Background: an optimization exercise with open tools, aiming at small area, a short achievable clock period and few clock cycles per item. Do not read the settings as production practice.
Only simulation tests tie the RTL to the original design; equivalence was not proved.
Power figures rest on the tool's default switching activity, not on a simulated workload.

`design/flow/run.sh`:
```
#!/bin/bash
# synth_recipe.tcl (not shown) runs the flow's synth.tcl, then flattens the netlist and writes it again
# the make line also repeats each setting of config.mk as NAME=value (left out here)
make -C /OpenROAD-flow-scripts/flow DESIGN_CONFIG=/design/flow/config.mk WORK_HOME=/design/flow/orfs CLKGATE_MAP_FILE= SYNTH_SCRIPT=/design/flow/synth_recipe.tcl finish
```
`design/flow/config.mk`:
```
export PLATFORM = sky130hd
export DESIGN_NAME = selection_sort_engine_core
export DESIGN_NICKNAME = selection_sort_engine_core
export VERILOG_FILES = /design/flow/design.v
export SDC_FILE = /design/flow/constraint.sdc
export NUM_CORES = 4
export LEC_CHECK = 0
export ABC_AREA = 1
export CAP_MARGIN = 20
export CORE_MARGIN = 2
export CORE_UTILIZATION = 50
export CTS_BUF_LIST = sky130_fd_sc_hd__clkbuf_8
export CTS_CLUSTER_SIZE = 16
export SETUP_SLACK_MARGIN = 2.0
export SLEW_MARGIN = 20
```
`design/flow/design.v`:
```
`timescale 1ns / 1ps
`default_nettype none
package sse_pkg;
    localparam int DATA_W = 32;
    typedef struct packed {
        logic signed [DATA_W-1:0] value;
        logic                     is_last;
    } sse_in_t;
    typedef struct packed {
        logic signed [DATA_W-1:0] sorted_value;
        logic                     last_out;
        logic                     overflowed;
    } sse_out_t;
    typedef struct packed {
        logic insert;      
        logic close;       
        logic close_ovf;   
    } sse_cmd_t;
    typedef struct packed {
        logic full;            
        logic full_m1;         
        logic set_full;        
        logic full_next;
        logic full_m1_next;
        logic set_full_next;
    } sse_status_t;
endpackage
`default_nettype wire
`timescale 1ns / 1ps
`default_nettype none
module sse_ctrl (
    input  wire logic                 aclk,
    input  wire logic                 aresetn,
    input  wire logic                 s_valid,
    input  wire sse_pkg::sse_in_t     s_data,
    output logic                      s_ready,
    input  wire sse_pkg::sse_status_t status,
    output sse_pkg::sse_cmd_t         cmd,
    output logic signed [sse_pkg::DATA_W-1:0] x_value,   
    output logic signed [sse_pkg::DATA_W-1:0] y_value    
);
    logic y_vld_reg, y_last_reg;
    logic x_vld_reg, x_last_reg;
    logic signed [sse_pkg::DATA_W-1:0] y_value_reg, x_value_reg;
    logic ovf_reg;         
    logic ready_reg;
    logic take, drop, room, ydrop, advance, x_vld_next, y_vld_next;
    assign drop          = x_vld_reg && status.set_full;
    assign cmd.insert    = x_vld_reg && !status.set_full;
    assign cmd.close     = x_vld_reg && x_last_reg;
    assign cmd.close_ovf = ovf_reg || drop;
    assign room          = !status.full && !(cmd.insert && status.full_m1);
    assign ydrop         = status.set_full && !cmd.close;
    assign advance       = y_vld_reg && (room || ydrop);
    assign x_value       = x_value_reg;
    assign y_value       = ~y_value_reg;
    assign take       = s_valid && ready_reg;
    assign x_vld_next = advance;
    assign y_vld_next = take || (y_vld_reg && !advance);
    assign s_ready    = ready_reg;
    always_ff @(posedge aclk) begin
        if (take) begin
            y_value_reg <= ~s_data.value;
            y_last_reg  <= s_data.is_last;
        end
        if (advance) begin
            x_value_reg <= ~y_value_reg;
            x_last_reg  <= y_last_reg;
        end
    end
    always_ff @(posedge aclk) begin
        if (!aresetn) begin
            y_vld_reg <= 1'b0;
            x_vld_reg <= 1'b0;
            ovf_reg   <= 1'b0;
            ready_reg <= 1'b1;
        end else begin
            y_vld_reg <= y_vld_next;
            x_vld_reg <= x_vld_next;
            if (cmd.close) begin
                ovf_reg <= 1'b0;
            end else if (drop) begin
                ovf_reg <= 1'b1;
            end
            ready_reg <= !y_vld_next ||
                         (!status.full_next &&
                          !(x_vld_next && !status.set_full_next && status.full_m1_next)) ||
                         (status.set_full_next && !(advance && y_last_reg));
        end
    end
endmodule
`default_nettype wire
`timescale 1ns / 1ps
`default_nettype none
module sse_datapath #(
    parameter int DEPTH = 32,
    parameter int EXTRA = 0
) (
    input  wire logic                      aclk,
    input  wire logic                      aresetn,
    input  wire sse_pkg::sse_cmd_t         cmd,
    input  wire logic signed [sse_pkg::DATA_W-1:0] x_value,
    input  wire logic signed [sse_pkg::DATA_W-1:0] y_value,
    output sse_pkg::sse_status_t           status,
    output logic                           m_valid,
    input  wire logic                      m_ready,
    output sse_pkg::sse_out_t              m_data
);
    localparam int W  = sse_pkg::DATA_W;
    localparam int NC = DEPTH + EXTRA;
    logic signed [W-1:0] val_reg [NC];
    logic [NC-1:0] vld_reg, cur_reg, tag_reg, gt_reg;
    logic [W-1:0]  val_next [NC];
    logic [NC-1:0] vld_next, cur_next, tag_next, gt_next;
    logic [NC-1:0] gt_src;    
    logic tag_in_reg;      
    logic ovf_vld_reg;     
    logic ovf_tag_reg;     
    logic m_valid_reg;
    logic last_out_reg, ovf_out_reg;    
    logic ovf_vld_next, ovf_tag_next;
    logic pop, ins, last_out;
    logic x_gt_y;          
    function automatic logic gt_s(input logic [W-1:0] a, input logic [W-1:0] b);
        logic [W-1:0] au, bu;
        logic [31:0] g0, p0;
        logic [15:0] g1, p1;
        logic [7:0]  g2, p2;
        logic [3:0]  g3, p3;
        logic [1:0]  g4, p4;
        au = {~a[W-1], a[W-2:0]};
        bu = {~b[W-1], b[W-2:0]};
        for (int k = 0; k < 32; k++) begin
            g0[k] = au[k] & ~bu[k];
            p0[k] = au[k] | ~bu[k];
        end
        for (int k = 0; k < 16; k++) begin
            g1[k] = g0[2*k+1] | (p0[2*k+1] & g0[2*k]);
            p1[k] = p0[2*k+1] & p0[2*k];
        end
        for (int k = 0; k < 8; k++) begin
            g2[k] = g1[2*k+1] | (p1[2*k+1] & g1[2*k]);
            p2[k] = p1[2*k+1] & p1[2*k];
        end
        for (int k = 0; k < 4; k++) begin
            g3[k] = g2[2*k+1] | (p2[2*k+1] & g2[2*k]);
            p3[k] = p2[2*k+1] & p2[2*k];
        end
        for (int k = 0; k < 2; k++) begin
            g4[k] = g3[2*k+1] | (p3[2*k+1] & g3[2*k]);
            p4[k] = p3[2*k+1] & p3[2*k];
        end
        gt_s = g4[1] | (p4[1] & g4[0]);
    endfunction
    logic [NC+1:0] c;
    logic [NC-1:0] s_l, s_h, s_r, s_x;
    assign c[0]    = 1'b0;
    assign c[NC+1] = 1'b1;
    for (genvar i = 0; i < NC; i++) begin : g_cmp
        assign c[i+1]    = !vld_reg[i] || (cur_reg[i] && gt_reg[i]);
        assign gt_src[i] = gt_s(val_reg[i], y_value);
    end
    assign x_gt_y   = gt_s(x_value, y_value);
    assign pop      = m_valid_reg && m_ready;
    assign ins      = cmd.insert;
    assign last_out = !vld_reg[1] || (tag_reg[1] != tag_reg[0]);
    for (genvar i = 0; i < NC; i++) begin : g_cell
        assign s_l[i] = !pop && ins && c[i+1] && c[i];
        assign s_x[i] = ins && (pop ? (c[i+2] && !c[i+1]) : (c[i+1] && !c[i]));
        assign s_r[i] = pop && !(ins && c[i+2]);
        assign s_h[i] = ins ? (pop ? c[i+1] : !c[i+1]) : !pop;
        logic [W-1:0] v_l, v_r;
        logic         e_l, e_r;    
        logic         u_l, u_r, t_l, t_r, g_l, g_r;
        if (i > 0) begin : g_left
            assign v_l = val_reg[i-1];
            assign e_l = vld_reg[i-1];
            assign u_l = cur_reg[i-1];
            assign t_l = tag_reg[i-1];
            assign g_l = gt_src[i-1];
        end else begin : g_left0
            assign v_l = '0;
            assign e_l = 1'b0;
            assign u_l = 1'b0;
            assign t_l = 1'b0;
            assign g_l = 1'b0;
        end
        if (i < NC - 1) begin : g_right
            assign v_r = val_reg[i+1];
            assign e_r = vld_reg[i+1];
            assign u_r = cur_reg[i+1];
            assign t_r = tag_reg[i+1];
            assign g_r = gt_src[i+1];
        end else begin : g_rightn
            assign v_r = '0;
            assign e_r = 1'b0;
            assign u_r = 1'b0;
            assign t_r = 1'b0;
            assign g_r = 1'b0;
        end
        assign val_next[i] = ({W{s_l[i]}} & v_l) | ({W{s_h[i]}} & val_reg[i]) |
                             ({W{s_r[i]}} & v_r) | ({W{s_x[i]}} & x_value);
        assign vld_next[i] = (s_l[i] & e_l) | (s_h[i] & vld_reg[i]) | (s_r[i] & e_r) | s_x[i];
        assign cur_next[i] = !cmd.close &&
                             ((s_l[i] & u_l) | (s_h[i] & cur_reg[i]) | (s_r[i] & u_r) | s_x[i]);
        assign tag_next[i] = (s_l[i] & t_l) | (s_h[i] & tag_reg[i]) | (s_r[i] & t_r) |
                             (s_x[i] & tag_in_reg);
        assign gt_next[i]  = (s_l[i] & g_l) | (s_h[i] & gt_src[i]) | (s_r[i] & g_r) |
                             (s_x[i] & x_gt_y);
    end
    always_comb begin
        ovf_vld_next = ovf_vld_reg;
        ovf_tag_next = ovf_tag_reg;
        if (cmd.close && cmd.close_ovf) begin
            ovf_vld_next = 1'b1;
            ovf_tag_next = tag_in_reg;
        end else if (pop && last_out && (tag_reg[0] == ovf_tag_reg)) begin
            ovf_vld_next = 1'b0;
        end
    end
    always_ff @(posedge aclk) begin
        last_out_reg <= !vld_next[1] || (tag_next[1] != tag_next[0]);
        ovf_out_reg  <= ovf_vld_next && (tag_next[0] == ovf_tag_next);
    end
    always_ff @(posedge aclk) begin
        for (int i = 0; i < NC; i++) begin
            val_reg[i] <= val_next[i];
        end
        tag_reg <= tag_next;
        gt_reg  <= gt_next;
    end
    always_ff @(posedge aclk) begin
        if (!aresetn) begin
            vld_reg     <= '0;
            cur_reg     <= '0;
            tag_in_reg  <= 1'b0;
            ovf_vld_reg <= 1'b0;
            ovf_tag_reg <= 1'b0;
            m_valid_reg <= 1'b0;
        end else begin
            vld_reg <= vld_next;
            cur_reg <= cur_next;
            if (cmd.close) begin
                tag_in_reg <= !tag_in_reg;
            end
            ovf_vld_reg <= ovf_vld_next;
            ovf_tag_reg <= ovf_tag_next;
            m_valid_reg <= vld_next[0] && !cur_next[0];
        end
    end
    assign status.full          = vld_reg[NC-1];
    assign status.full_m1       = vld_reg[NC-2];
    assign status.full_next     = vld_next[NC-1];
    assign status.full_m1_next  = vld_next[NC-2];
    always_comb begin
        status.set_full      = 1'b0;
        status.set_full_next = 1'b0;
        for (int j = 0; j + DEPTH - 1 < NC; j++) begin
            status.set_full      = status.set_full || (cur_reg[j] && vld_reg[j+DEPTH-1]);
            status.set_full_next = status.set_full_next || (cur_next[j] && vld_next[j+DEPTH-1]);
        end
    end
    assign m_valid              = m_valid_reg;
    assign m_data.sorted_value  = val_reg[0];
    assign m_data.last_out      = last_out_reg;
    assign m_data.overflowed    = ovf_out_reg;
endmodule
`default_nettype wire
`timescale 1ns / 1ps
`default_nettype none
module selection_sort_engine_core #(
    parameter int DEPTH = 32
) (
    input  wire logic              aclk,
    input  wire logic              aresetn,
    input  wire logic              s_valid,
    output logic                   s_ready,
    input  wire sse_pkg::sse_in_t  s_data,
    output logic                   m_valid,
    input  wire logic              m_ready,
    output sse_pkg::sse_out_t      m_data
);
    sse_pkg::sse_cmd_t    cmd;
    sse_pkg::sse_status_t status;
    logic signed [sse_pkg::DATA_W-1:0] x_value, y_value;
    sse_ctrl u_ctrl (
        .aclk    (aclk),
        .aresetn (aresetn),
        .s_valid (s_valid),
        .s_data  (s_data),
        .s_ready (s_ready),
        .status  (status),
        .cmd     (cmd),
        .x_value (x_value),
        .y_value (y_value)
    );
    sse_datapath #(
        .DEPTH (DEPTH)
    ) u_datapath (
        .aclk    (aclk),
        .aresetn (aresetn),
        .cmd     (cmd),
        .x_value (x_value),
        .y_value (y_value),
        .status  (status),
        .m_valid (m_valid),
        .m_ready (m_ready),
        .m_data  (m_data)
    );
endmodule
`default_nettype wire
```
`design/flow/constraint.sdc`:
```
create_clock -name core_clock -period 4.5 [get_ports {aclk}]
set_input_delay 0.9000 -clock core_clock [delete_from_list [all_inputs] [get_ports {aclk}]]
set_output_delay 0.9000 -clock core_clock [all_outputs]
set_load 0.01 [all_outputs]
```
==> impl_results.md, run 1 <==
- Status: complete, no violations
- Antenna violations before repair: 38
- TritonCTS buffer count: between 200 and 250
- Post-synth cell types: slightly below 50
- Mean area per synthesized cell: 6.326 um^2
- Critical Path End Type: flop
- Leakage: 0.03349 uW
- Wire length of the first global-routing pass: around 560 mm
- Chip Height: about 380 um
- WP data arrival: between 3 and 4 ns
- PnR Total Power: between 40,000 and 50,000 uW
- All-Layer GR Usage: around 53%
- Post-synth top area share: about a third
- Die X-Extent: ~380 um
- Hold_ws: between 0.4 and 0.5 ns
- Slew HR: 21.27%
- Post-synth ARST share: 0%
- Post-synth EDFFs: 66
- GR Overflow Total: 0
- Placer Congestion: around 1.0
- Synth Register Bits: between 1,000 and 1,500
- Post-Layout Cell Count: approximately 14,000
- Clock Skew: approximately 0.034 ns
- Final Cycle Share: a little under three fifths
- Initial Util: between 50 and 60%
- # nets final: about 11,000
- Post-route ant nets: 0
- Dpl hpwl: between 200 and 300 mm
- Final wirelength: between 400 and 500 mm
- Setup slack, reg-to-reg: between 1.5 and 2 ns
- Via-per-instance ratio: approximately 6.6
- Clk sinks: about 1,200
- Critical R2R Capture: u_datapath.vld_reg[23]
- Starting DRC count in detailed routing: around 16,000
- Setup_tns: 0 ns
- Most frequent cells in the layout: 3,700 x nand2_1, 1,234 x inv_1, 1,211 x o21ai_0, 1,129 x dfxtp_1, 820 x nor2_1
- Most common cell after layout, fill and taps aside: nand2_1
- Hold Crit Class: in2reg
- Seq/Total Area, Yosys: 35.08%
- Final instance area: approximately 80,000 um^2
- Largest net degree at the start of global routing: 68
- Area Overhead vs Synth: 12.68%
- I/O pin count: 73
- Clk latency of the worst-skew pair: between 1 and 1.5 ns
- Peak VDD IR: 0.0003692 V
- Critical path class: reg2reg
- YS warnings: 4
- Pre-antenna DRT Iters: 10
- Dpl cells: between 10,000 and 15,000
- Least-Margin Pin Slew: approximately 1.2 ns
- DRC violations left: 0
- FP Rows: between 100 and 150
- Via count: between 80,000 and 90,000
- Hold Violations, Final: 0
- Syn Std Cell Area: between 70,000 and 80,000 um^2
- Top cells by area, synth: dfxtp_1 32%, nand2_1 19%, o21ai_0 8.4%
- Share of layout cells above drive strength 1: under 10%
- Fmax: slightly below 0.4 GHz
- Peak fanout along the critical path: 21
- Clock root buffer: clkbuf_8
- Max-cap violation count: 0
- Vias in the first global route: 78,620
- Worst hold stages: 2
- Die area: 147,000 um^2
- CTS tree: yes
- Core area: between 100,000 and 150,000 um^2
- Clock-pin slew on the worst setup and hold paths: 0.06 ns
- Deepest clock path buffer count: 3
- RSZ-0062 raised after global routing: yes
- Min Tclk post-route: 2.533 ns
- Hold Path Origin: s_data[14]
- Hold_buf cts: 0
- Final setup fails: 0
- CP required: between 5 and 6 ns
- Routed WL per cell: roughly 30 um
- Reg2reg start: u_datapath.cur_reg[0]
- Max FFs per register: approximately 1,000
- # port buffers: a little over 70
- Cell count after synthesis: between 10,000 and 15,000
- CTS H-tree depth: 4
- Area post-placement: 74,080 um^2
- Hold Crit Endpoint: u_ctrl.y_value_reg[13]
- Synth area leader: dfxtp_1
- R2R depth: 10
- Startpoint types: flop
- Syn Nets: between 10,000 and 15,000
- Top_reg_cell synth: dfxtp_1
- Power density over the cells: roughly 570 nW/um^2
- Final-report max-slew violation count: 0
[power by group]
group	switching [uW]	total [uW]	internal [uW]
Clock	5330	10900	5540
Combinational	10600	15900	5260
Sequential	4830	19800	15000
Total	20700	46600	25800
[synth_stat cells (56+ instances only)]
| cell type | n |
|---|---|
| nand3_1 | 273 |
| nand2_1 | 3717 |
| edfxtp_1 | 66 |
| buf_2 | 266 |
| o22ai_1 | 441 |
| clkbuf_1 | 378 |
| o21a_1 | 62 |
| inv_2 | 56 |
| a21oi_1 | 742 |
| nor2_1 | 822 |
| inv_1 | 1212 |
| dfxtp_1 | 1162 |
| o21ai_0 | 1213 |
| o2111ai_1 | 361 |
| o221ai_1 | 120 |
| a221oi_1 | 62 |
[layout make-up]
cell class / count / area [um^2]
diodes: 56 / 140.1
clock buffers: 276 / 3799
clock inverters: 126 / 584.3
fillers: 14340 / 62210
inverters: 1282 / 5152
multi-input cells: 8154 / 39100
flip-flops and latches: 1228 / 25310
well taps: 1903 / 2381
repair buffers: 494 / 4492
repair inverters: 19 / 137.6
[worst max-delay path, cell delays in order, from the launching register on]
cell and delay, ns:
dfxtp_2 0.36, nand2_2 0.14, nand2_8 0.11, buf_12 0.19
inv_8 0.24, nand2_2 0.23, nor2_2 0.32, clkinvlp_4 0.37
o22ai_1 0.26, a21oi_1 0.06, a21oi_1 0.13
[how the worst max path moves through the flow]
stage,cells past startpoint,startpoint,slack (ns),to
6_report,10,u_datapath.cur_reg[0],1.97,u_datapath.vld_reg[23]
5_1_grt,10,u_datapath.cur_reg[0],1.88,u_datapath.cur_reg[3]
4_1_cts,7,u_datapath.cur_reg[0],1.91,u_datapath.cur_reg[26]
3_5_place_dp,8,m_ready,0.57,u_datapath.val_reg[27][31]
3_3_place_gp,12,m_ready,0.60,u_datapath.cur_reg[28]
2_1_floorplan,11,m_ready,2.17,u_datapath.vld_reg[9]
[cells by family (layout without fill, tap and decap cells)]
kind of cell    Yosys count  in the layout  share of synthesized area (%)
compound gates         3218           3221                          27.18
buf+inv                1998           2197                          11.07
simple gates           4931           4931                          26.65
flops                  1228           1228                          35.08
other cells               0             56                              0
xor+xnor                  2              2                        0.02434
[through the flow]
| step | setup slack, ns | util [%] |
|---|---|---|
| floorplan | 2.174 | - |
| global placement | 0.5983 | 51.69 |
| detailed placement | 0.5725 | 51.69 |
| CTS | 1.909 | 55.77 |
| global route | 1.884 | 56.51 |
| finish | 1.967 | 56.59 |
[metal layers]
metal	global-route usage, %	vias up	part of all wire, %
met4	39.85	26	8.5
li1	-	38110	-
met1	66.57	40920	36
met2	69.32	8201	38
met5	0	-	0.069
met3	23.57	1769	17
[repair_timing]
action | CTS | global route
setup endpoints to repair | 1210 | 741
gates cloned | 17 | 7
buffers inserted | 100 | 49
pin swaps | 9 | 6
gates resized for setup | 336 | 171
Testbench counts, summed over its fixed seeds: cycles 4,070, items 3,794.
==> inputs of run 2 (changes only) <==
--- a/design/flow/config.mk
+++ b/design/flow/config.mk
@@ -13,3 +13,3 @@
 export CTS_CLUSTER_SIZE = 16
-export SETUP_SLACK_MARGIN = 2.0
+export SETUP_SLACK_MARGIN = 2.1
 export SLEW_MARGIN = 20
==> impl_results.md, run 2 <==
- Status: complete, no violations
- Final setup fails: 0 (unchanged)
- Post-synth cell types: 49 (unchanged)
- Clock-pin slew on the worst setup and hold paths: 0.06 ns (about the same)
- # nets final: 11,510 (+0.61%)
- Commonest cells in the synthesized netlist: 3,717 x nand2_1, 1,213 x o21ai_0, 1,212 x inv_1, 1,162 x dfxtp_1, 822 x nor2_1
- Core area: 143,300 um^2 (unchanged)
- FP Rows: 139 (unchanged)
- Synth area leader: dfxtp_1
- # port buffers: 72 (unchanged)
- Clk sinks: 1,228 (unchanged)
- Deepest clock path buffer count: 3 (unchanged)
- Post-synth EDFFs: 66 (unchanged)
- Power density over the cells: 570.1 nW/um^2 (-0.73%)
- Final-report max-slew violation count: 0 (unchanged)
- Slew HR: 17.35% (-3.9 points)
- I/O pin count: 73 (unchanged)
- Synth Register Bits: 1,228 (unchanged)
- Initial Util: 50.22% (unchanged)
- Hold Crit Class: in2reg
- Most frequent cells in the layout: 3,694 x nand2_1, 1,231 x inv_1, 1,206 x o21ai_0, 1,126 x dfxtp_1, 818 x nor2_1
- Critical Path End Type: flop
- Critical path class: reg2reg
- Syn Std Cell Area: 71,970 um^2 (unchanged)
- Critical R2R Capture: u_datapath.gt_reg[10]
- Worst hold stages: 2 (unchanged)
- Hold Violations, Final: 0 (unchanged)
- Hold_ws: 0.4296 ns (-0.01099 ns)
- Hold_buf cts: 0 (unchanged)
- Leakage: 0.03411 uW (+1.9%)
- Min Tclk post-route: 2.456 ns (-0.07711 ns)
- Share of layout cells above drive strength 1: 10.30% (+0.77 points)
- Dpl cells: 12,910 (unchanged)
- Die X-Extent: 383.4 um (unchanged)
- R2R depth: 13 (+3)
- Hold Path Origin: s_data[13]
- Max FFs per register: 1,024 (unchanged)
- Peak fanout along the critical path: 37 (+76%)
- TritonCTS buffer count: 221 (unchanged)
- GR Overflow Total: 0 (unchanged)
- Count leader, synth: nand2_1
- Clock root buffer: clkbuf_8
- Post-Layout Cell Count: 13,600 (+0.46%)
- Pre-antenna DRT Iters: 10 (unchanged)
- Via-per-instance ratio: 6.598 (+0.34%)
- Clock Skew: 0.03962 ns (+0.005696 ns)
- Chip Height: 383.4 um (unchanged)
- Top_reg_cell synth: dfxtp_1
- CTS H-tree depth: 4 (unchanged)
- Final wirelength: 415.8 mm (+2.4%)
- Starting DRC count in detailed routing: 16,790 (+7.1%)
- Reg2reg start: u_ctrl.y_value_reg[17]
- Post-synth top area share: 32.32% (unchanged)
- Fmax: 0.4072 GHz (+3.1%)
- Startpoint types: flop
- Least-Margin Pin Slew: 1.240 ns (+0.06043 ns)
- Die area: 147,000 um^2 (unchanged)
- Peak VDD IR: 0.0003695 V (about the same)
- Seq/Total Area, Yosys: 35.08% (unchanged)
- YS warnings: 4 (unchanged)
- Largest net degree at the start of global routing: 68 (unchanged)
- Via count: 89,730 (+0.80%)
- Most common cell after layout, fill and taps aside: nand2_1
- Top cells by area, synth: dfxtp_1 32%, nand2_1 19%, o21ai_0 8.4%
- Max-cap violation count: 0 (unchanged)
- Setup_tns: 0 ns (unchanged)
- Fin util: 57.58% (+0.98 points)
- All-Layer GR Usage: 52.87% (+0.18 points)
- Hold Crit Endpoint: u_ctrl.y_value_reg[12]
- Placer Congestion: 1.022 (unchanged)
- Syn Nets: 11,410 (unchanged)
- Dpl hpwl: 272.9 mm (unchanged)
- Mean area per synthesized cell: 6.326 um^2 (unchanged)
- Cell count after synthesis: 11,380 (unchanged)
- WP data arrival: 3.35 ns (-0.10 ns)
- Antenna violations before repair: 42 (+11%)
- Clk latency of the worst-skew pair: 1.02 ns (about the same)
- Vias in the first global route: 78,850 (+0.29%)
- CTS tree: yes
- RSZ-0062 raised after global routing: yes
- Post-route ant nets: 0 (unchanged)
- DRC violations left: 0 (unchanged)
- CP required: 5.39 ns (-0.02 ns)
- Area Overhead vs Synth: 14.65%
- Final Cycle Share: 54.58% (-1.7 points)
- Wire length of the first global-routing pass: 561.9 mm (+0.39%)
- Setup slack, reg-to-reg: 2.04 ns (+0.08 ns)
- Post-synth ARST share: 0% (unchanged)
- Routed WL per cell: 30.58 um (+1.9%)
[run 2: cell counts after synthesis]
No cell type changed its count.
[run 2: worst max path at each step]
stage	start	end
after detailed placement	m_ready	u_datapath.val_reg[27][31]
after global placement	m_ready	u_datapath.cur_reg[28]
after global routing	u_datapath.cur_reg[0]	u_datapath.cur_reg[29]
after floorplan	m_ready	u_datapath.vld_reg[9]
final	u_ctrl.y_value_reg[17]	u_datapath.gt_reg[10]
after CTS	u_ctrl.ready_reg	s_ready
[run 2: worst max-delay path, stage by stage (launching register included)]
cell and delay [ns]:
edfxtp_1 0.47, inv_2 0.17, buf_8 0.40, nand2_1 0.16, nand2_1 0.09, o21ai_0 0.22, nand2_1 0.13, nand2_1 0.06
a21oi_1 0.19, nand2_1 0.15, nand2_1 0.13, nand2_1 0.06, inv_1 0.05, nand2_1 0.04
[run 2: routing by layer]
| metal | share of wire, % | routed length, um | global-route usage, % | up-vias |
|---|---|---|---|---|
| met1 | 36 | 150300 | 66.58 | 41350 |
| li1 | - | - | - | 38250 |
| met4 | 8.7 | 36280 | 40.08 | 26 |
| met5 | 0.050 | 208 | 0.3899 | - |
| met3 | 17 | 71680 | 23.58 | 1848 |
| met2 | 38 | 157400 | 69.82 | 8260 |
[run 2: stage by stage]
step | setup WS, ns | power (uW) | instance area, um^2
2_1_floorplan | 2.174 | 27870 | 71970
3_3_place_gp | 0.5983 | 33800 | 74080
3_5_place_dp | 0.5725 | 34150 | 74080
4_1_cts | 2.046 | 45130 | 80650
5_1_grt | 2.015 | 48670 | 82420
6_report | 2.044 | 47040 | 82510
[run 2: power breakdown]
| part | switching, uW | leakage (uW) | internal, uW |
|---|---|---|---|
| sequential | 4830 | 0.0103 | 15000 |
| clock | 5340 | 0.00259 | 5540 |
| combinational | 10800 | 0.0212 | 5500 |
[run 2: final cells by class]
class | count | area, um^2
fill | 14180 | 60800
multi-input combinational | 8154 | 39210
sequential | 1228 | 25340
timing repair buffer | 565 | 5739
inverter | 1282 | 5209
clock buffer | 276 | 3799
tap | 1903 | 2381
clock inverter | 126 | 584.3
timing repair inverter | 18 | 132.6
antenna | 48 | 120.1
[run 2: cell families (layout without fill, tap and decap cells)]
logic type,Yosys count,count (layout),synth area share [%]
simple gates,4931,4931,26.65
compound gates,3218,3221,27.18
buf+inv,1998,2267,11.07
flops,1228,1228,35.08
xor+xnor,2,2,0.02434
other cells,0,48,0
[run 2: repair_timing]
item,4_1_cts,5_1_grt
buffers inserted,138,72
gates resized for setup,448,238
setup endpoints to repair,1219,630
cloned,20,13
pin swaps,11,7
==> inputs of run 3 (changes only) <==
--- a/design/flow/design.v
+++ b/design/flow/design.v
@@ -65,6 +65,4 @@
         end
-        if (advance) begin
-            x_value_reg <= ~y_value_reg;
-            x_last_reg  <= y_last_reg;
-        end
+        x_value_reg <= ~y_value_reg;
+        x_last_reg  <= y_last_reg;
     end
==> impl_results.md, run 3 <==
- Fmax: 0.4034 GHz (-0.92%)
- Min Tclk post-route: 2.479 ns (+0.02277 ns)
- Top Usage Layer GRT: met2
- Largest net degree at the start of global routing: 65 (-4.4%)
- Largest family of logic cells by synthesized area: compound AO/OA/AOI/OAI gates
- Antenna violations before repair: 39 (-7.1%)
- Setup_tns: 0 ns (unchanged)
- Share of layout cells above drive strength 1: 10.43% (+0.12 points)
- Peak fanout along the critical path: 33 (-11%)
- Core area: 141,600 um^2 (-1.2%)
- Synth Register Bits: 1,228 (unchanged)
- Setup slack, reg-to-reg: 2.03 ns (about the same)
- Final setup fails: 0 (unchanged)
- FP Rows: 138 (-0.72%)
- Post-synth ARST share: 0% (unchanged)
- Placer Congestion: 1.022 (about the same)
- XOR/XNOR share of the synthesized area: 0.02454% (+0.00020 points)
- Hold Crit Class: reg2reg
- GR Overflow Total: 0 (unchanged)
- # nets final: 11,510 (+0.035%)
- Peak VDD IR: 0.0003385 V (-8.4%)
- Post-route ant nets: 0 (unchanged)
- Routed WL per cell: 29.10 um (-4.8%)
- R2R depth: 13 (unchanged)
- Dpl cells: 12,870 (-0.26%)
- Register area: 25,050 um^2 (-1.1%)
- Crit path capture: u_datapath.cur_reg[6]
- Top cells by area, synth: dfxtp_1 34%, nand2_1 18%, o21ai_0 9.4%
- Count leader, synth: nand2_1
- Max-cap violation count: 0 (unchanged)
- TritonCTS buffer count: 221 (unchanged)
- Syn Nets: 11,410 (-0.053%)
- PnR Total Power: 47,110 uW (+0.15%)
- Seq/Total Area, Yosys: 34.91% (-0.17 points)
- Met3 Use GR: 20.40% (-3.2 points)
- Critical path origin: m_ready
- # fillers: 13,960 (-1.6%)
- Clock Skew: 0.03897 ns (-0.0006501 ns)
- Chip Height: 381.8 um (-0.41%)
- WP data arrival: 3.36 ns (about the same)
- Clock-pin slew on the worst setup and hold paths: 0.06 ns (about the same)
- Commonest cells in the synthesized netlist: 3,490 x nand2_1, 1,334 x o21ai_0, 1,257 x inv_1, 1,195 x dfxtp_1, 844 x a21oi_1
- Clk latency of the worst-skew pair: 0.99 ns (-0.03 ns)
- CP required: 5.38 ns (about the same)
- Wire length of the first global-routing pass: 537.2 mm (-4.4%)
- Power density over the cells: 575.2 nW/um^2 (+0.90%)
- Synth Area in Compound Gates: 28.03% (+0.85 points)
- Hold Violations, Final: 0 (unchanged)
- Multi-input combinational cell area: 39,010 um^2 (-0.52%)
- CTS H-tree depth: 4 (unchanged)
- Vias in the first global route: 76,850 (-2.5%)
- All-Layer GR Usage: 50.24% (-2.6 points)
- Final-report max-slew violation count: 0 (unchanged)
- Via-per-instance ratio: 6.516 (-1.2%)
- Synth Area in Simple Gates: 25.75% (-0.90 points)
- Post-synth cell types: 48 (-2.0%)
- Cell count after synthesis: 11,370 (-0.053%)
- DRC violations left: 0 (unchanged)
- # port buffers: 72 (unchanged)
- Post-synthesis mux area share: 0% (unchanged)
- Most frequent cells in the layout: 3,450 x nand2_1, 1,326 x o21ai_0, 1,248 x inv_1, 1,139 x dfxtp_1, 839 x a21oi_1
- Max FFs per register: 1,024 (unchanged)
- CTS tree: yes
- Post-synth top area share: 33.52% (+1.2 points)
- Final wirelength: 395.3 mm (-4.9%)
- GR Layer Usage met1: 63.37% (-3.2 points)
- Deepest clock path buffer count: 3 (unchanged)
- Pre-antenna DRT Iters: 7 (-3)
- Area Overhead vs Synth: 14.74% (about the same)
- Synth area leader: dfxtp_1
- Post-synth EDFFs: 33 (-50%)
- Post-Layout Cell Count: 13,590 (-0.096%)
- Dpl hpwl: 260.6 mm (-4.5%)
- Met2 global-route usage: 68.88% (-0.94 points)
- Most common cell after layout, fill and taps aside: nand2_1
- Clock root buffer: clkbuf_8
- Starting DRC count in detailed routing: 16,020 (-4.6%)
- Syn Std Cell Area: 71,370 um^2 (-0.83%)
- Reg2reg start: u_ctrl.y_value_reg[19]
- Startpoint types: input port
- I/O pin count: 73 (unchanged)
- Top_reg_cell synth: dfxtp_1
- Post-Synth Adder-Cell Area: 0% (unchanged)
- Slew HR: 11.49% (-5.9 points)
- Critical R2R Capture: u_datapath.gt_reg[1]
- Hold_buf cts: 0 (unchanged)
- Least-Margin Pin Slew: 1.326 ns (+0.08609 ns)
- Initial Util: 50.41% (+0.19 points)
- YS warnings: 4 (unchanged)
- Critical Path End Type: flop
- Status: complete, no violations
- Mean area per synthesized cell: 6.277 um^2 (-0.78%)
- Clk sinks: 1,228 (unchanged)
- Die X-Extent: 381.8 um (-0.41%)
- Die area: 145,800 um^2 (-0.82%)
- Final Cycle Share: 55.09% (+0.51 points)
- Via count: 88,530 (-1.3%)
- Critical path class: in2reg
- Leakage: 0.03399 uW (-0.36%)
- RSZ-0062 raised after global routing: yes
## run 3: metrics by stage
stage	instance area, um^2	util (%)	hold slack, ns	setup slack [ns]
after floorplan	71370	-	0.3485	2.177
after global routing	81790	57.76	0.4612	1.939
after CTS	79780	56.34	0.4254	2.019
final	81900	57.84	0.4222	2.021
after detailed placement	73330	51.79	0.4169	0.7045
after global placement	73330	51.79	0.4121	0.6734
## run 3: layer usage
layer  routed length (um)  up-vias
met3                66490     1762
li1                     -    38240
met2               152100     7949
met4                34200       20
met5                  380        -
met1               142200    40560
## run 3: where the power goes
group	leakage, uW	total, uW	internal (uW)	switching, uW
Combinational	0.0211	16200	5500	10700
Clock	0.00259	11100	5790	5270
Sequential	0.0103	19800	15000	4830
## run 3: how the worst min path moves through the flow
| stage | startpoint | end | slack, ns | cells past startpoint |
|---|---|---|---|---|
| floorplan | u_ctrl.y_last_reg | u_ctrl.x_last_reg | 0.35 | 0 |
| global placement | u_ctrl.y_last_reg | u_ctrl.x_last_reg | 0.41 | 0 |
| detailed placement | u_ctrl.y_last_reg | u_ctrl.x_last_reg | 0.42 | 0 |
| CTS | s_data[2] | u_ctrl.y_value_reg[1] | 0.43 | 2 |
| global route | u_ctrl.y_last_reg | u_ctrl.x_last_reg | 0.46 | 0 |
| finish | u_ctrl.y_last_reg | u_ctrl.x_last_reg | 0.42 | 0 |
## run 3: layout make-up
type | count | area share, %
clock buffer | 281 | 4.722
sequential | 1228 | 30.59
tap | 1890 | 2.888
clock inverter | 113 | 0.7501
timing repair inverter | 30 | 0.2735
antenna | 52 | 0.1589
multi-input combinational | 8126 | 47.63
inverter | 1312 | 6.606
timing repair buffer | 555 | 6.383
## run 3: critical path: stages
cell	delay (ns)
clkdlybuf4s50_1	0.42
nand2_2	0.14
buf_12	0.30
nor2_1	0.12
inv_1	0.14
o22ai_1	0.09
nand2_1	0.41
inv_1	0.34
a21oi_1	0.24
o211ai_1	0.11
nand2_1	0.07
inv_1	0.04
## run 3: logic make-up (layout without fill, tap and decap cells)
kind of cell	count (synthesis)	after routing
flops	1228	1228
xor+xnor	2	2
simple gates	4718	4720
buf+inv	2021	2291
compound gates	3402	3404
other cells	0	52
## run 3: what timing repair did
item	in CTS	in global routing
resized for setup	458	250
pin swaps	8	15
cloned	24	19
hold endpoints to repair	0	0
setup endpoints to repair	1173	734
buffers inserted	114	111
Testbench counts of run 3, summed over its fixed seeds: cycles 4,070, items 3,794.
==> inputs of run 4 (changes only) <==
--- a/design/flow/config.mk
+++ b/design/flow/config.mk
@@ -13,3 +13,3 @@
 export CTS_CLUSTER_SIZE = 16
-export SETUP_SLACK_MARGIN = 2.1
+export SETUP_SLACK_MARGIN = 2.0
 export SLEW_MARGIN = 20
==> impl_results.md, run 4 <==
- Status: complete, no violations
- Commonest cells in the synthesized netlist: 3,490 x nand2_1, 1,334 x o21ai_0, 1,257 x inv_1, 1,195 x dfxtp_1, 844 x a21oi_1
- Final instance area: 80,700 um^2 (-1.5%)
- Post-route ant nets: 0 (unchanged)
- Hold Violations, Final: 0 (unchanged)
- Worst hold stages: 0 (unchanged)
- CP max stage delay: 0.76 ns (+0.34 ns)
- Syn Nets: 11,410 (unchanged)
- Power density over the cells: 580.7 nW/um^2 (+0.95%)
- Hold Crit Class: reg2reg
- Critical Path End Type: flop
- Crit path depth: 4 (-8)
- R2R depth: 4 (-9)
- Starting DRC count in detailed routing: 15,530 (-3.1%)
- YS warnings: 4 (unchanged)
- Final setup fails: 0 (unchanged)
- Placer Congestion: 1.022 (unchanged)
- Register area: 25,020 um^2 (-0.12%)
- Final-report max-slew violation count: 0 (unchanged)
- # fillers: 14,070 (+0.80%)
- Clock-pin slew on the worst setup and hold paths: 0.07 ns (about the same)
- Max-cap violation count: 0 (unchanged)
- Worst Path Buf+Inv: 3 (-2)
- Least-Margin Pin Slew: 1.207 ns (-0.1192 ns)
- Initial Util: 50.41% (unchanged)
- Critical path class: reg2reg
- Dpl hpwl: 260.6 mm (unchanged)
- Leakage: 0.03348 uW (-1.5%)
- CTS tree: yes
- Critical R2R Capture: u_datapath.val_reg[13][31]
- CTS H-tree depth: 4 (unchanged)
- # nets final: 11,430 (-0.69%)
- Reg2reg start: u_ctrl.x_value_reg[31]
- Mean area per synthesized cell: 6.277 um^2 (unchanged)
- Top_reg_cell synth: dfxtp_1
- All-Layer GR Usage: 49.97% (-0.28 points)
- Final Cycle Share: 57.24% (+2.2 points)
- Syn Std Cell Area: 71,370 um^2 (unchanged)
- Most common cell after layout, fill and taps aside: nand2_1
- Cell count after synthesis: 11,370 (unchanged)
- Via count: 87,130 (-1.6%)
- Post-synth cell types: 48 (unchanged)
- Post-synth EDFFs: 33 (unchanged)
- Final wirelength: 388.6 mm (-1.7%)
- Startpoint types: flop
- I/O pin count: 73 (unchanged)
- Slowest cell on crit path: dfxtp_1
- Hold Crit Endpoint: u_ctrl.x_last_reg
- Core area: 141,600 um^2 (unchanged)
- Delay-heaviest family, CP: buffers and inverters
- Synth Register Bits: 1,228 (unchanged)
- DRC violations left: 0 (unchanged)
- Crit-path cells: buf_4 -> inv_1 -> buf_4 -> o2111ai_1
- Count leader, synth: nand2_1
- Peak fanout along the critical path: 12 (-64%)
- Synth area leader: dfxtp_1
- Min Tclk post-route: 2.576 ns (+0.09702 ns)
- Hold Path Origin: u_ctrl.y_last_reg
- Wire length of the first global-routing pass: 534.1 mm (-0.58%)
- Routed WL per cell: 28.83 um (-0.90%)
- CP required: 5.38 ns (about the same)
- Hold_ws: 0.4412 ns (+0.01905 ns)
- Seq/Total Area, Yosys: 34.91% (unchanged)
- GR Overflow Total: 0 (unchanged)
- Antenna violations before repair: 33 (-15%)
- Top cell by count, worst path: buf_4
- Pre-antenna DRT Iters: 9 (+2)
- # port buffers: 72 (unchanged)
- Slew HR: 19.44% (+8.0 points)
- Clock Skew: 0.04249 ns (+0.003527 ns)
- Share of layout cells above drive strength 1: 9.424% (-1.0 points)
- RSZ-0062 raised after global routing: yes
- Clk latency of the worst-skew pair: 0.98 ns (about the same)
- Multi-input combinational cell area: 38,800 um^2 (-0.53%)
- TritonCTS buffer count: 221 (unchanged)
- Deepest clock path buffer count: 3 (unchanged)
- Peak VDD IR: 0.0003389 V (+0.10%)
- Setup_tns: 0 ns (unchanged)
- Vias in the first global route: 76,530 (-0.42%)
- Via-per-instance ratio: 6.464 (-0.79%)
- Die X-Extent: 381.8 um (unchanged)
- Clk sinks: 1,228 (unchanged)
- Die area: 145,800 um^2 (unchanged)
- FP Rows: 138 (unchanged)
- Max FFs per register: 1,024 (unchanged)
- Most frequent cells in the layout: 3,461 x nand2_1, 1,333 x o21ai_0, 1,255 x inv_1, 1,145 x dfxtp_1, 842 x a21oi_1
- Largest net degree at the start of global routing: 65 (unchanged)
- PnR Total Power: 46,860 uW (-0.53%)
- Area post-placement: 73,330 um^2 (unchanged)
- Post-synth top area share: 33.52% (unchanged)
- Area Overhead vs Synth: 13.06%
- Clock root buffer: clkbuf_8
- WP data arrival: 3.46 ns (+0.10 ns)
- Chip Height: 381.8 um (unchanged)
- Fmax: 0.3882 GHz (-3.8%)
- Top cells by area, synth: dfxtp_1 34%, nand2_1 18%, o21ai_0 9.4%
- Setup slack, reg-to-reg: 1.92 ns (-0.11 ns)
- Post-synth ARST share: 0% (unchanged)
[run 4: cells by family (layout without fill, tap and decap cells)]
group                     count (synthesis)  after routing  share of synthesized area (%)
and+or+nand+nor                        4718           4719                          25.75
AOI/OAI and AO/OA                      3402           3403                          28.03
buffers and inverters                  2021           2214                          11.28
DFF                                    1228           1228                          34.91
xor gates and xnor gates                  2              2                        0.02455
other                                     0             23                              0
[run 4: where the power goes]
group          internal, uW  switching, uW  leakage, uW
Clock                  5790           5250      0.00259
Combinational          5400          10600       0.0206
Sequential            15000           4800       0.0103
Total                 26200          20700       0.0335
[run 4: layout make-up]
cell class              instances  share of cell area [%]
inverters                    1312                   6.565
diodes                         23                 0.07132
flip-flops and latches       1228                   31.01
multi-input cells            8124                   48.08
repair buffers                484                   5.574
clock inverters               113                  0.7613
repair inverters               24                  0.2186
clock buffers                 281                   4.793
well taps                    1890                   2.930
[run 4: how the worst max path moves through the flow]
stage	startpoint	endpoint	slack (ns)
after floorplan	m_ready	u_datapath.val_reg[24][12]	2.18
after global placement	m_ready	u_datapath.val_reg[13][2]	0.67
after detailed placement	m_ready	u_datapath.val_reg[14][22]	0.70
after CTS	m_ready	u_ctrl.ready_reg	1.94
after global routing	m_ready	u_datapath.vld_reg[15]	1.92
final	u_ctrl.x_value_reg[31]	u_datapath.val_reg[13][31]	1.92
[run 4: what timing repair did]
| item | in CTS | in global routing |
|---|---|---|
| setup buffers | 79 | 77 |
| cloned | 19 | 14 |
| gates resized for setup | 345 | 176 |
| pin swaps | 1 | 5 |
| hold buffers | 0 | 0 |
| setup endpoints to repair | 1118 | 657 |
[run 4: metal layers]
layer	GRT usage, %	part of all wire, %	vias to the layer above
met3	19.97	17	1628
met2	68.69	39	7414
met4	34.36	8.1	32
li1	-	-	38030
met1	63.42	37	40030
met5	0	0.059	-
[run 4: per-stage QoR]
stage	cells	setup WS [ns]	util, %
3_5_place_dp	12870	0.7045	51.79
6_report	13480	1.924	56.99
4_1_cts	13370	1.939	56.00
2_1_floorplan	11370	2.177	-
3_3_place_gp	12870	0.6734	51.79
5_1_grt	13460	1.923	56.96

==> static timing again, ports no longer ideal <==
The flow's constraints put no driver on any port. The routed layouts listed below were extracted and timed again, unchanged, in two steps.
Step 1, drivers: a clkbuf_16 drives aclk and a buf_2 each remaining input, both assumed.
Step 2 adds t to the input delays and takes it off the output delays; t is the mean of the earliest and latest rising clock arrival at the registers after step 1. Input paths then give back, and output paths get back, about the clock's delay inside the block.
a / b / c = ideal / step 1 / step 2; a / b = the first two.
run | t (ns) | slack for setup (ns) | worst setup path after step 2 | worst data-port slew with drivers (ns)
run 1 | 1.076 | 1.967 / 1.941 / 0.986 | input to register | 0.36
run 2 | 1.083 | 2.044 / 1.994 / 1.077 | input to register | 0.19
run 3 | 1.055 | 2.021 / 2.018 / 1.025 | input to register | 0.04
run 4 | 1.048 | 1.924 / 1.924 / 0.984 | input to register | 0.05
After both steps setup and hold are still met in every run listed. For run 3, which loses most, drivers alone change the setup slack by -0.003 ns; drivers and shift together by -0.996 ns.
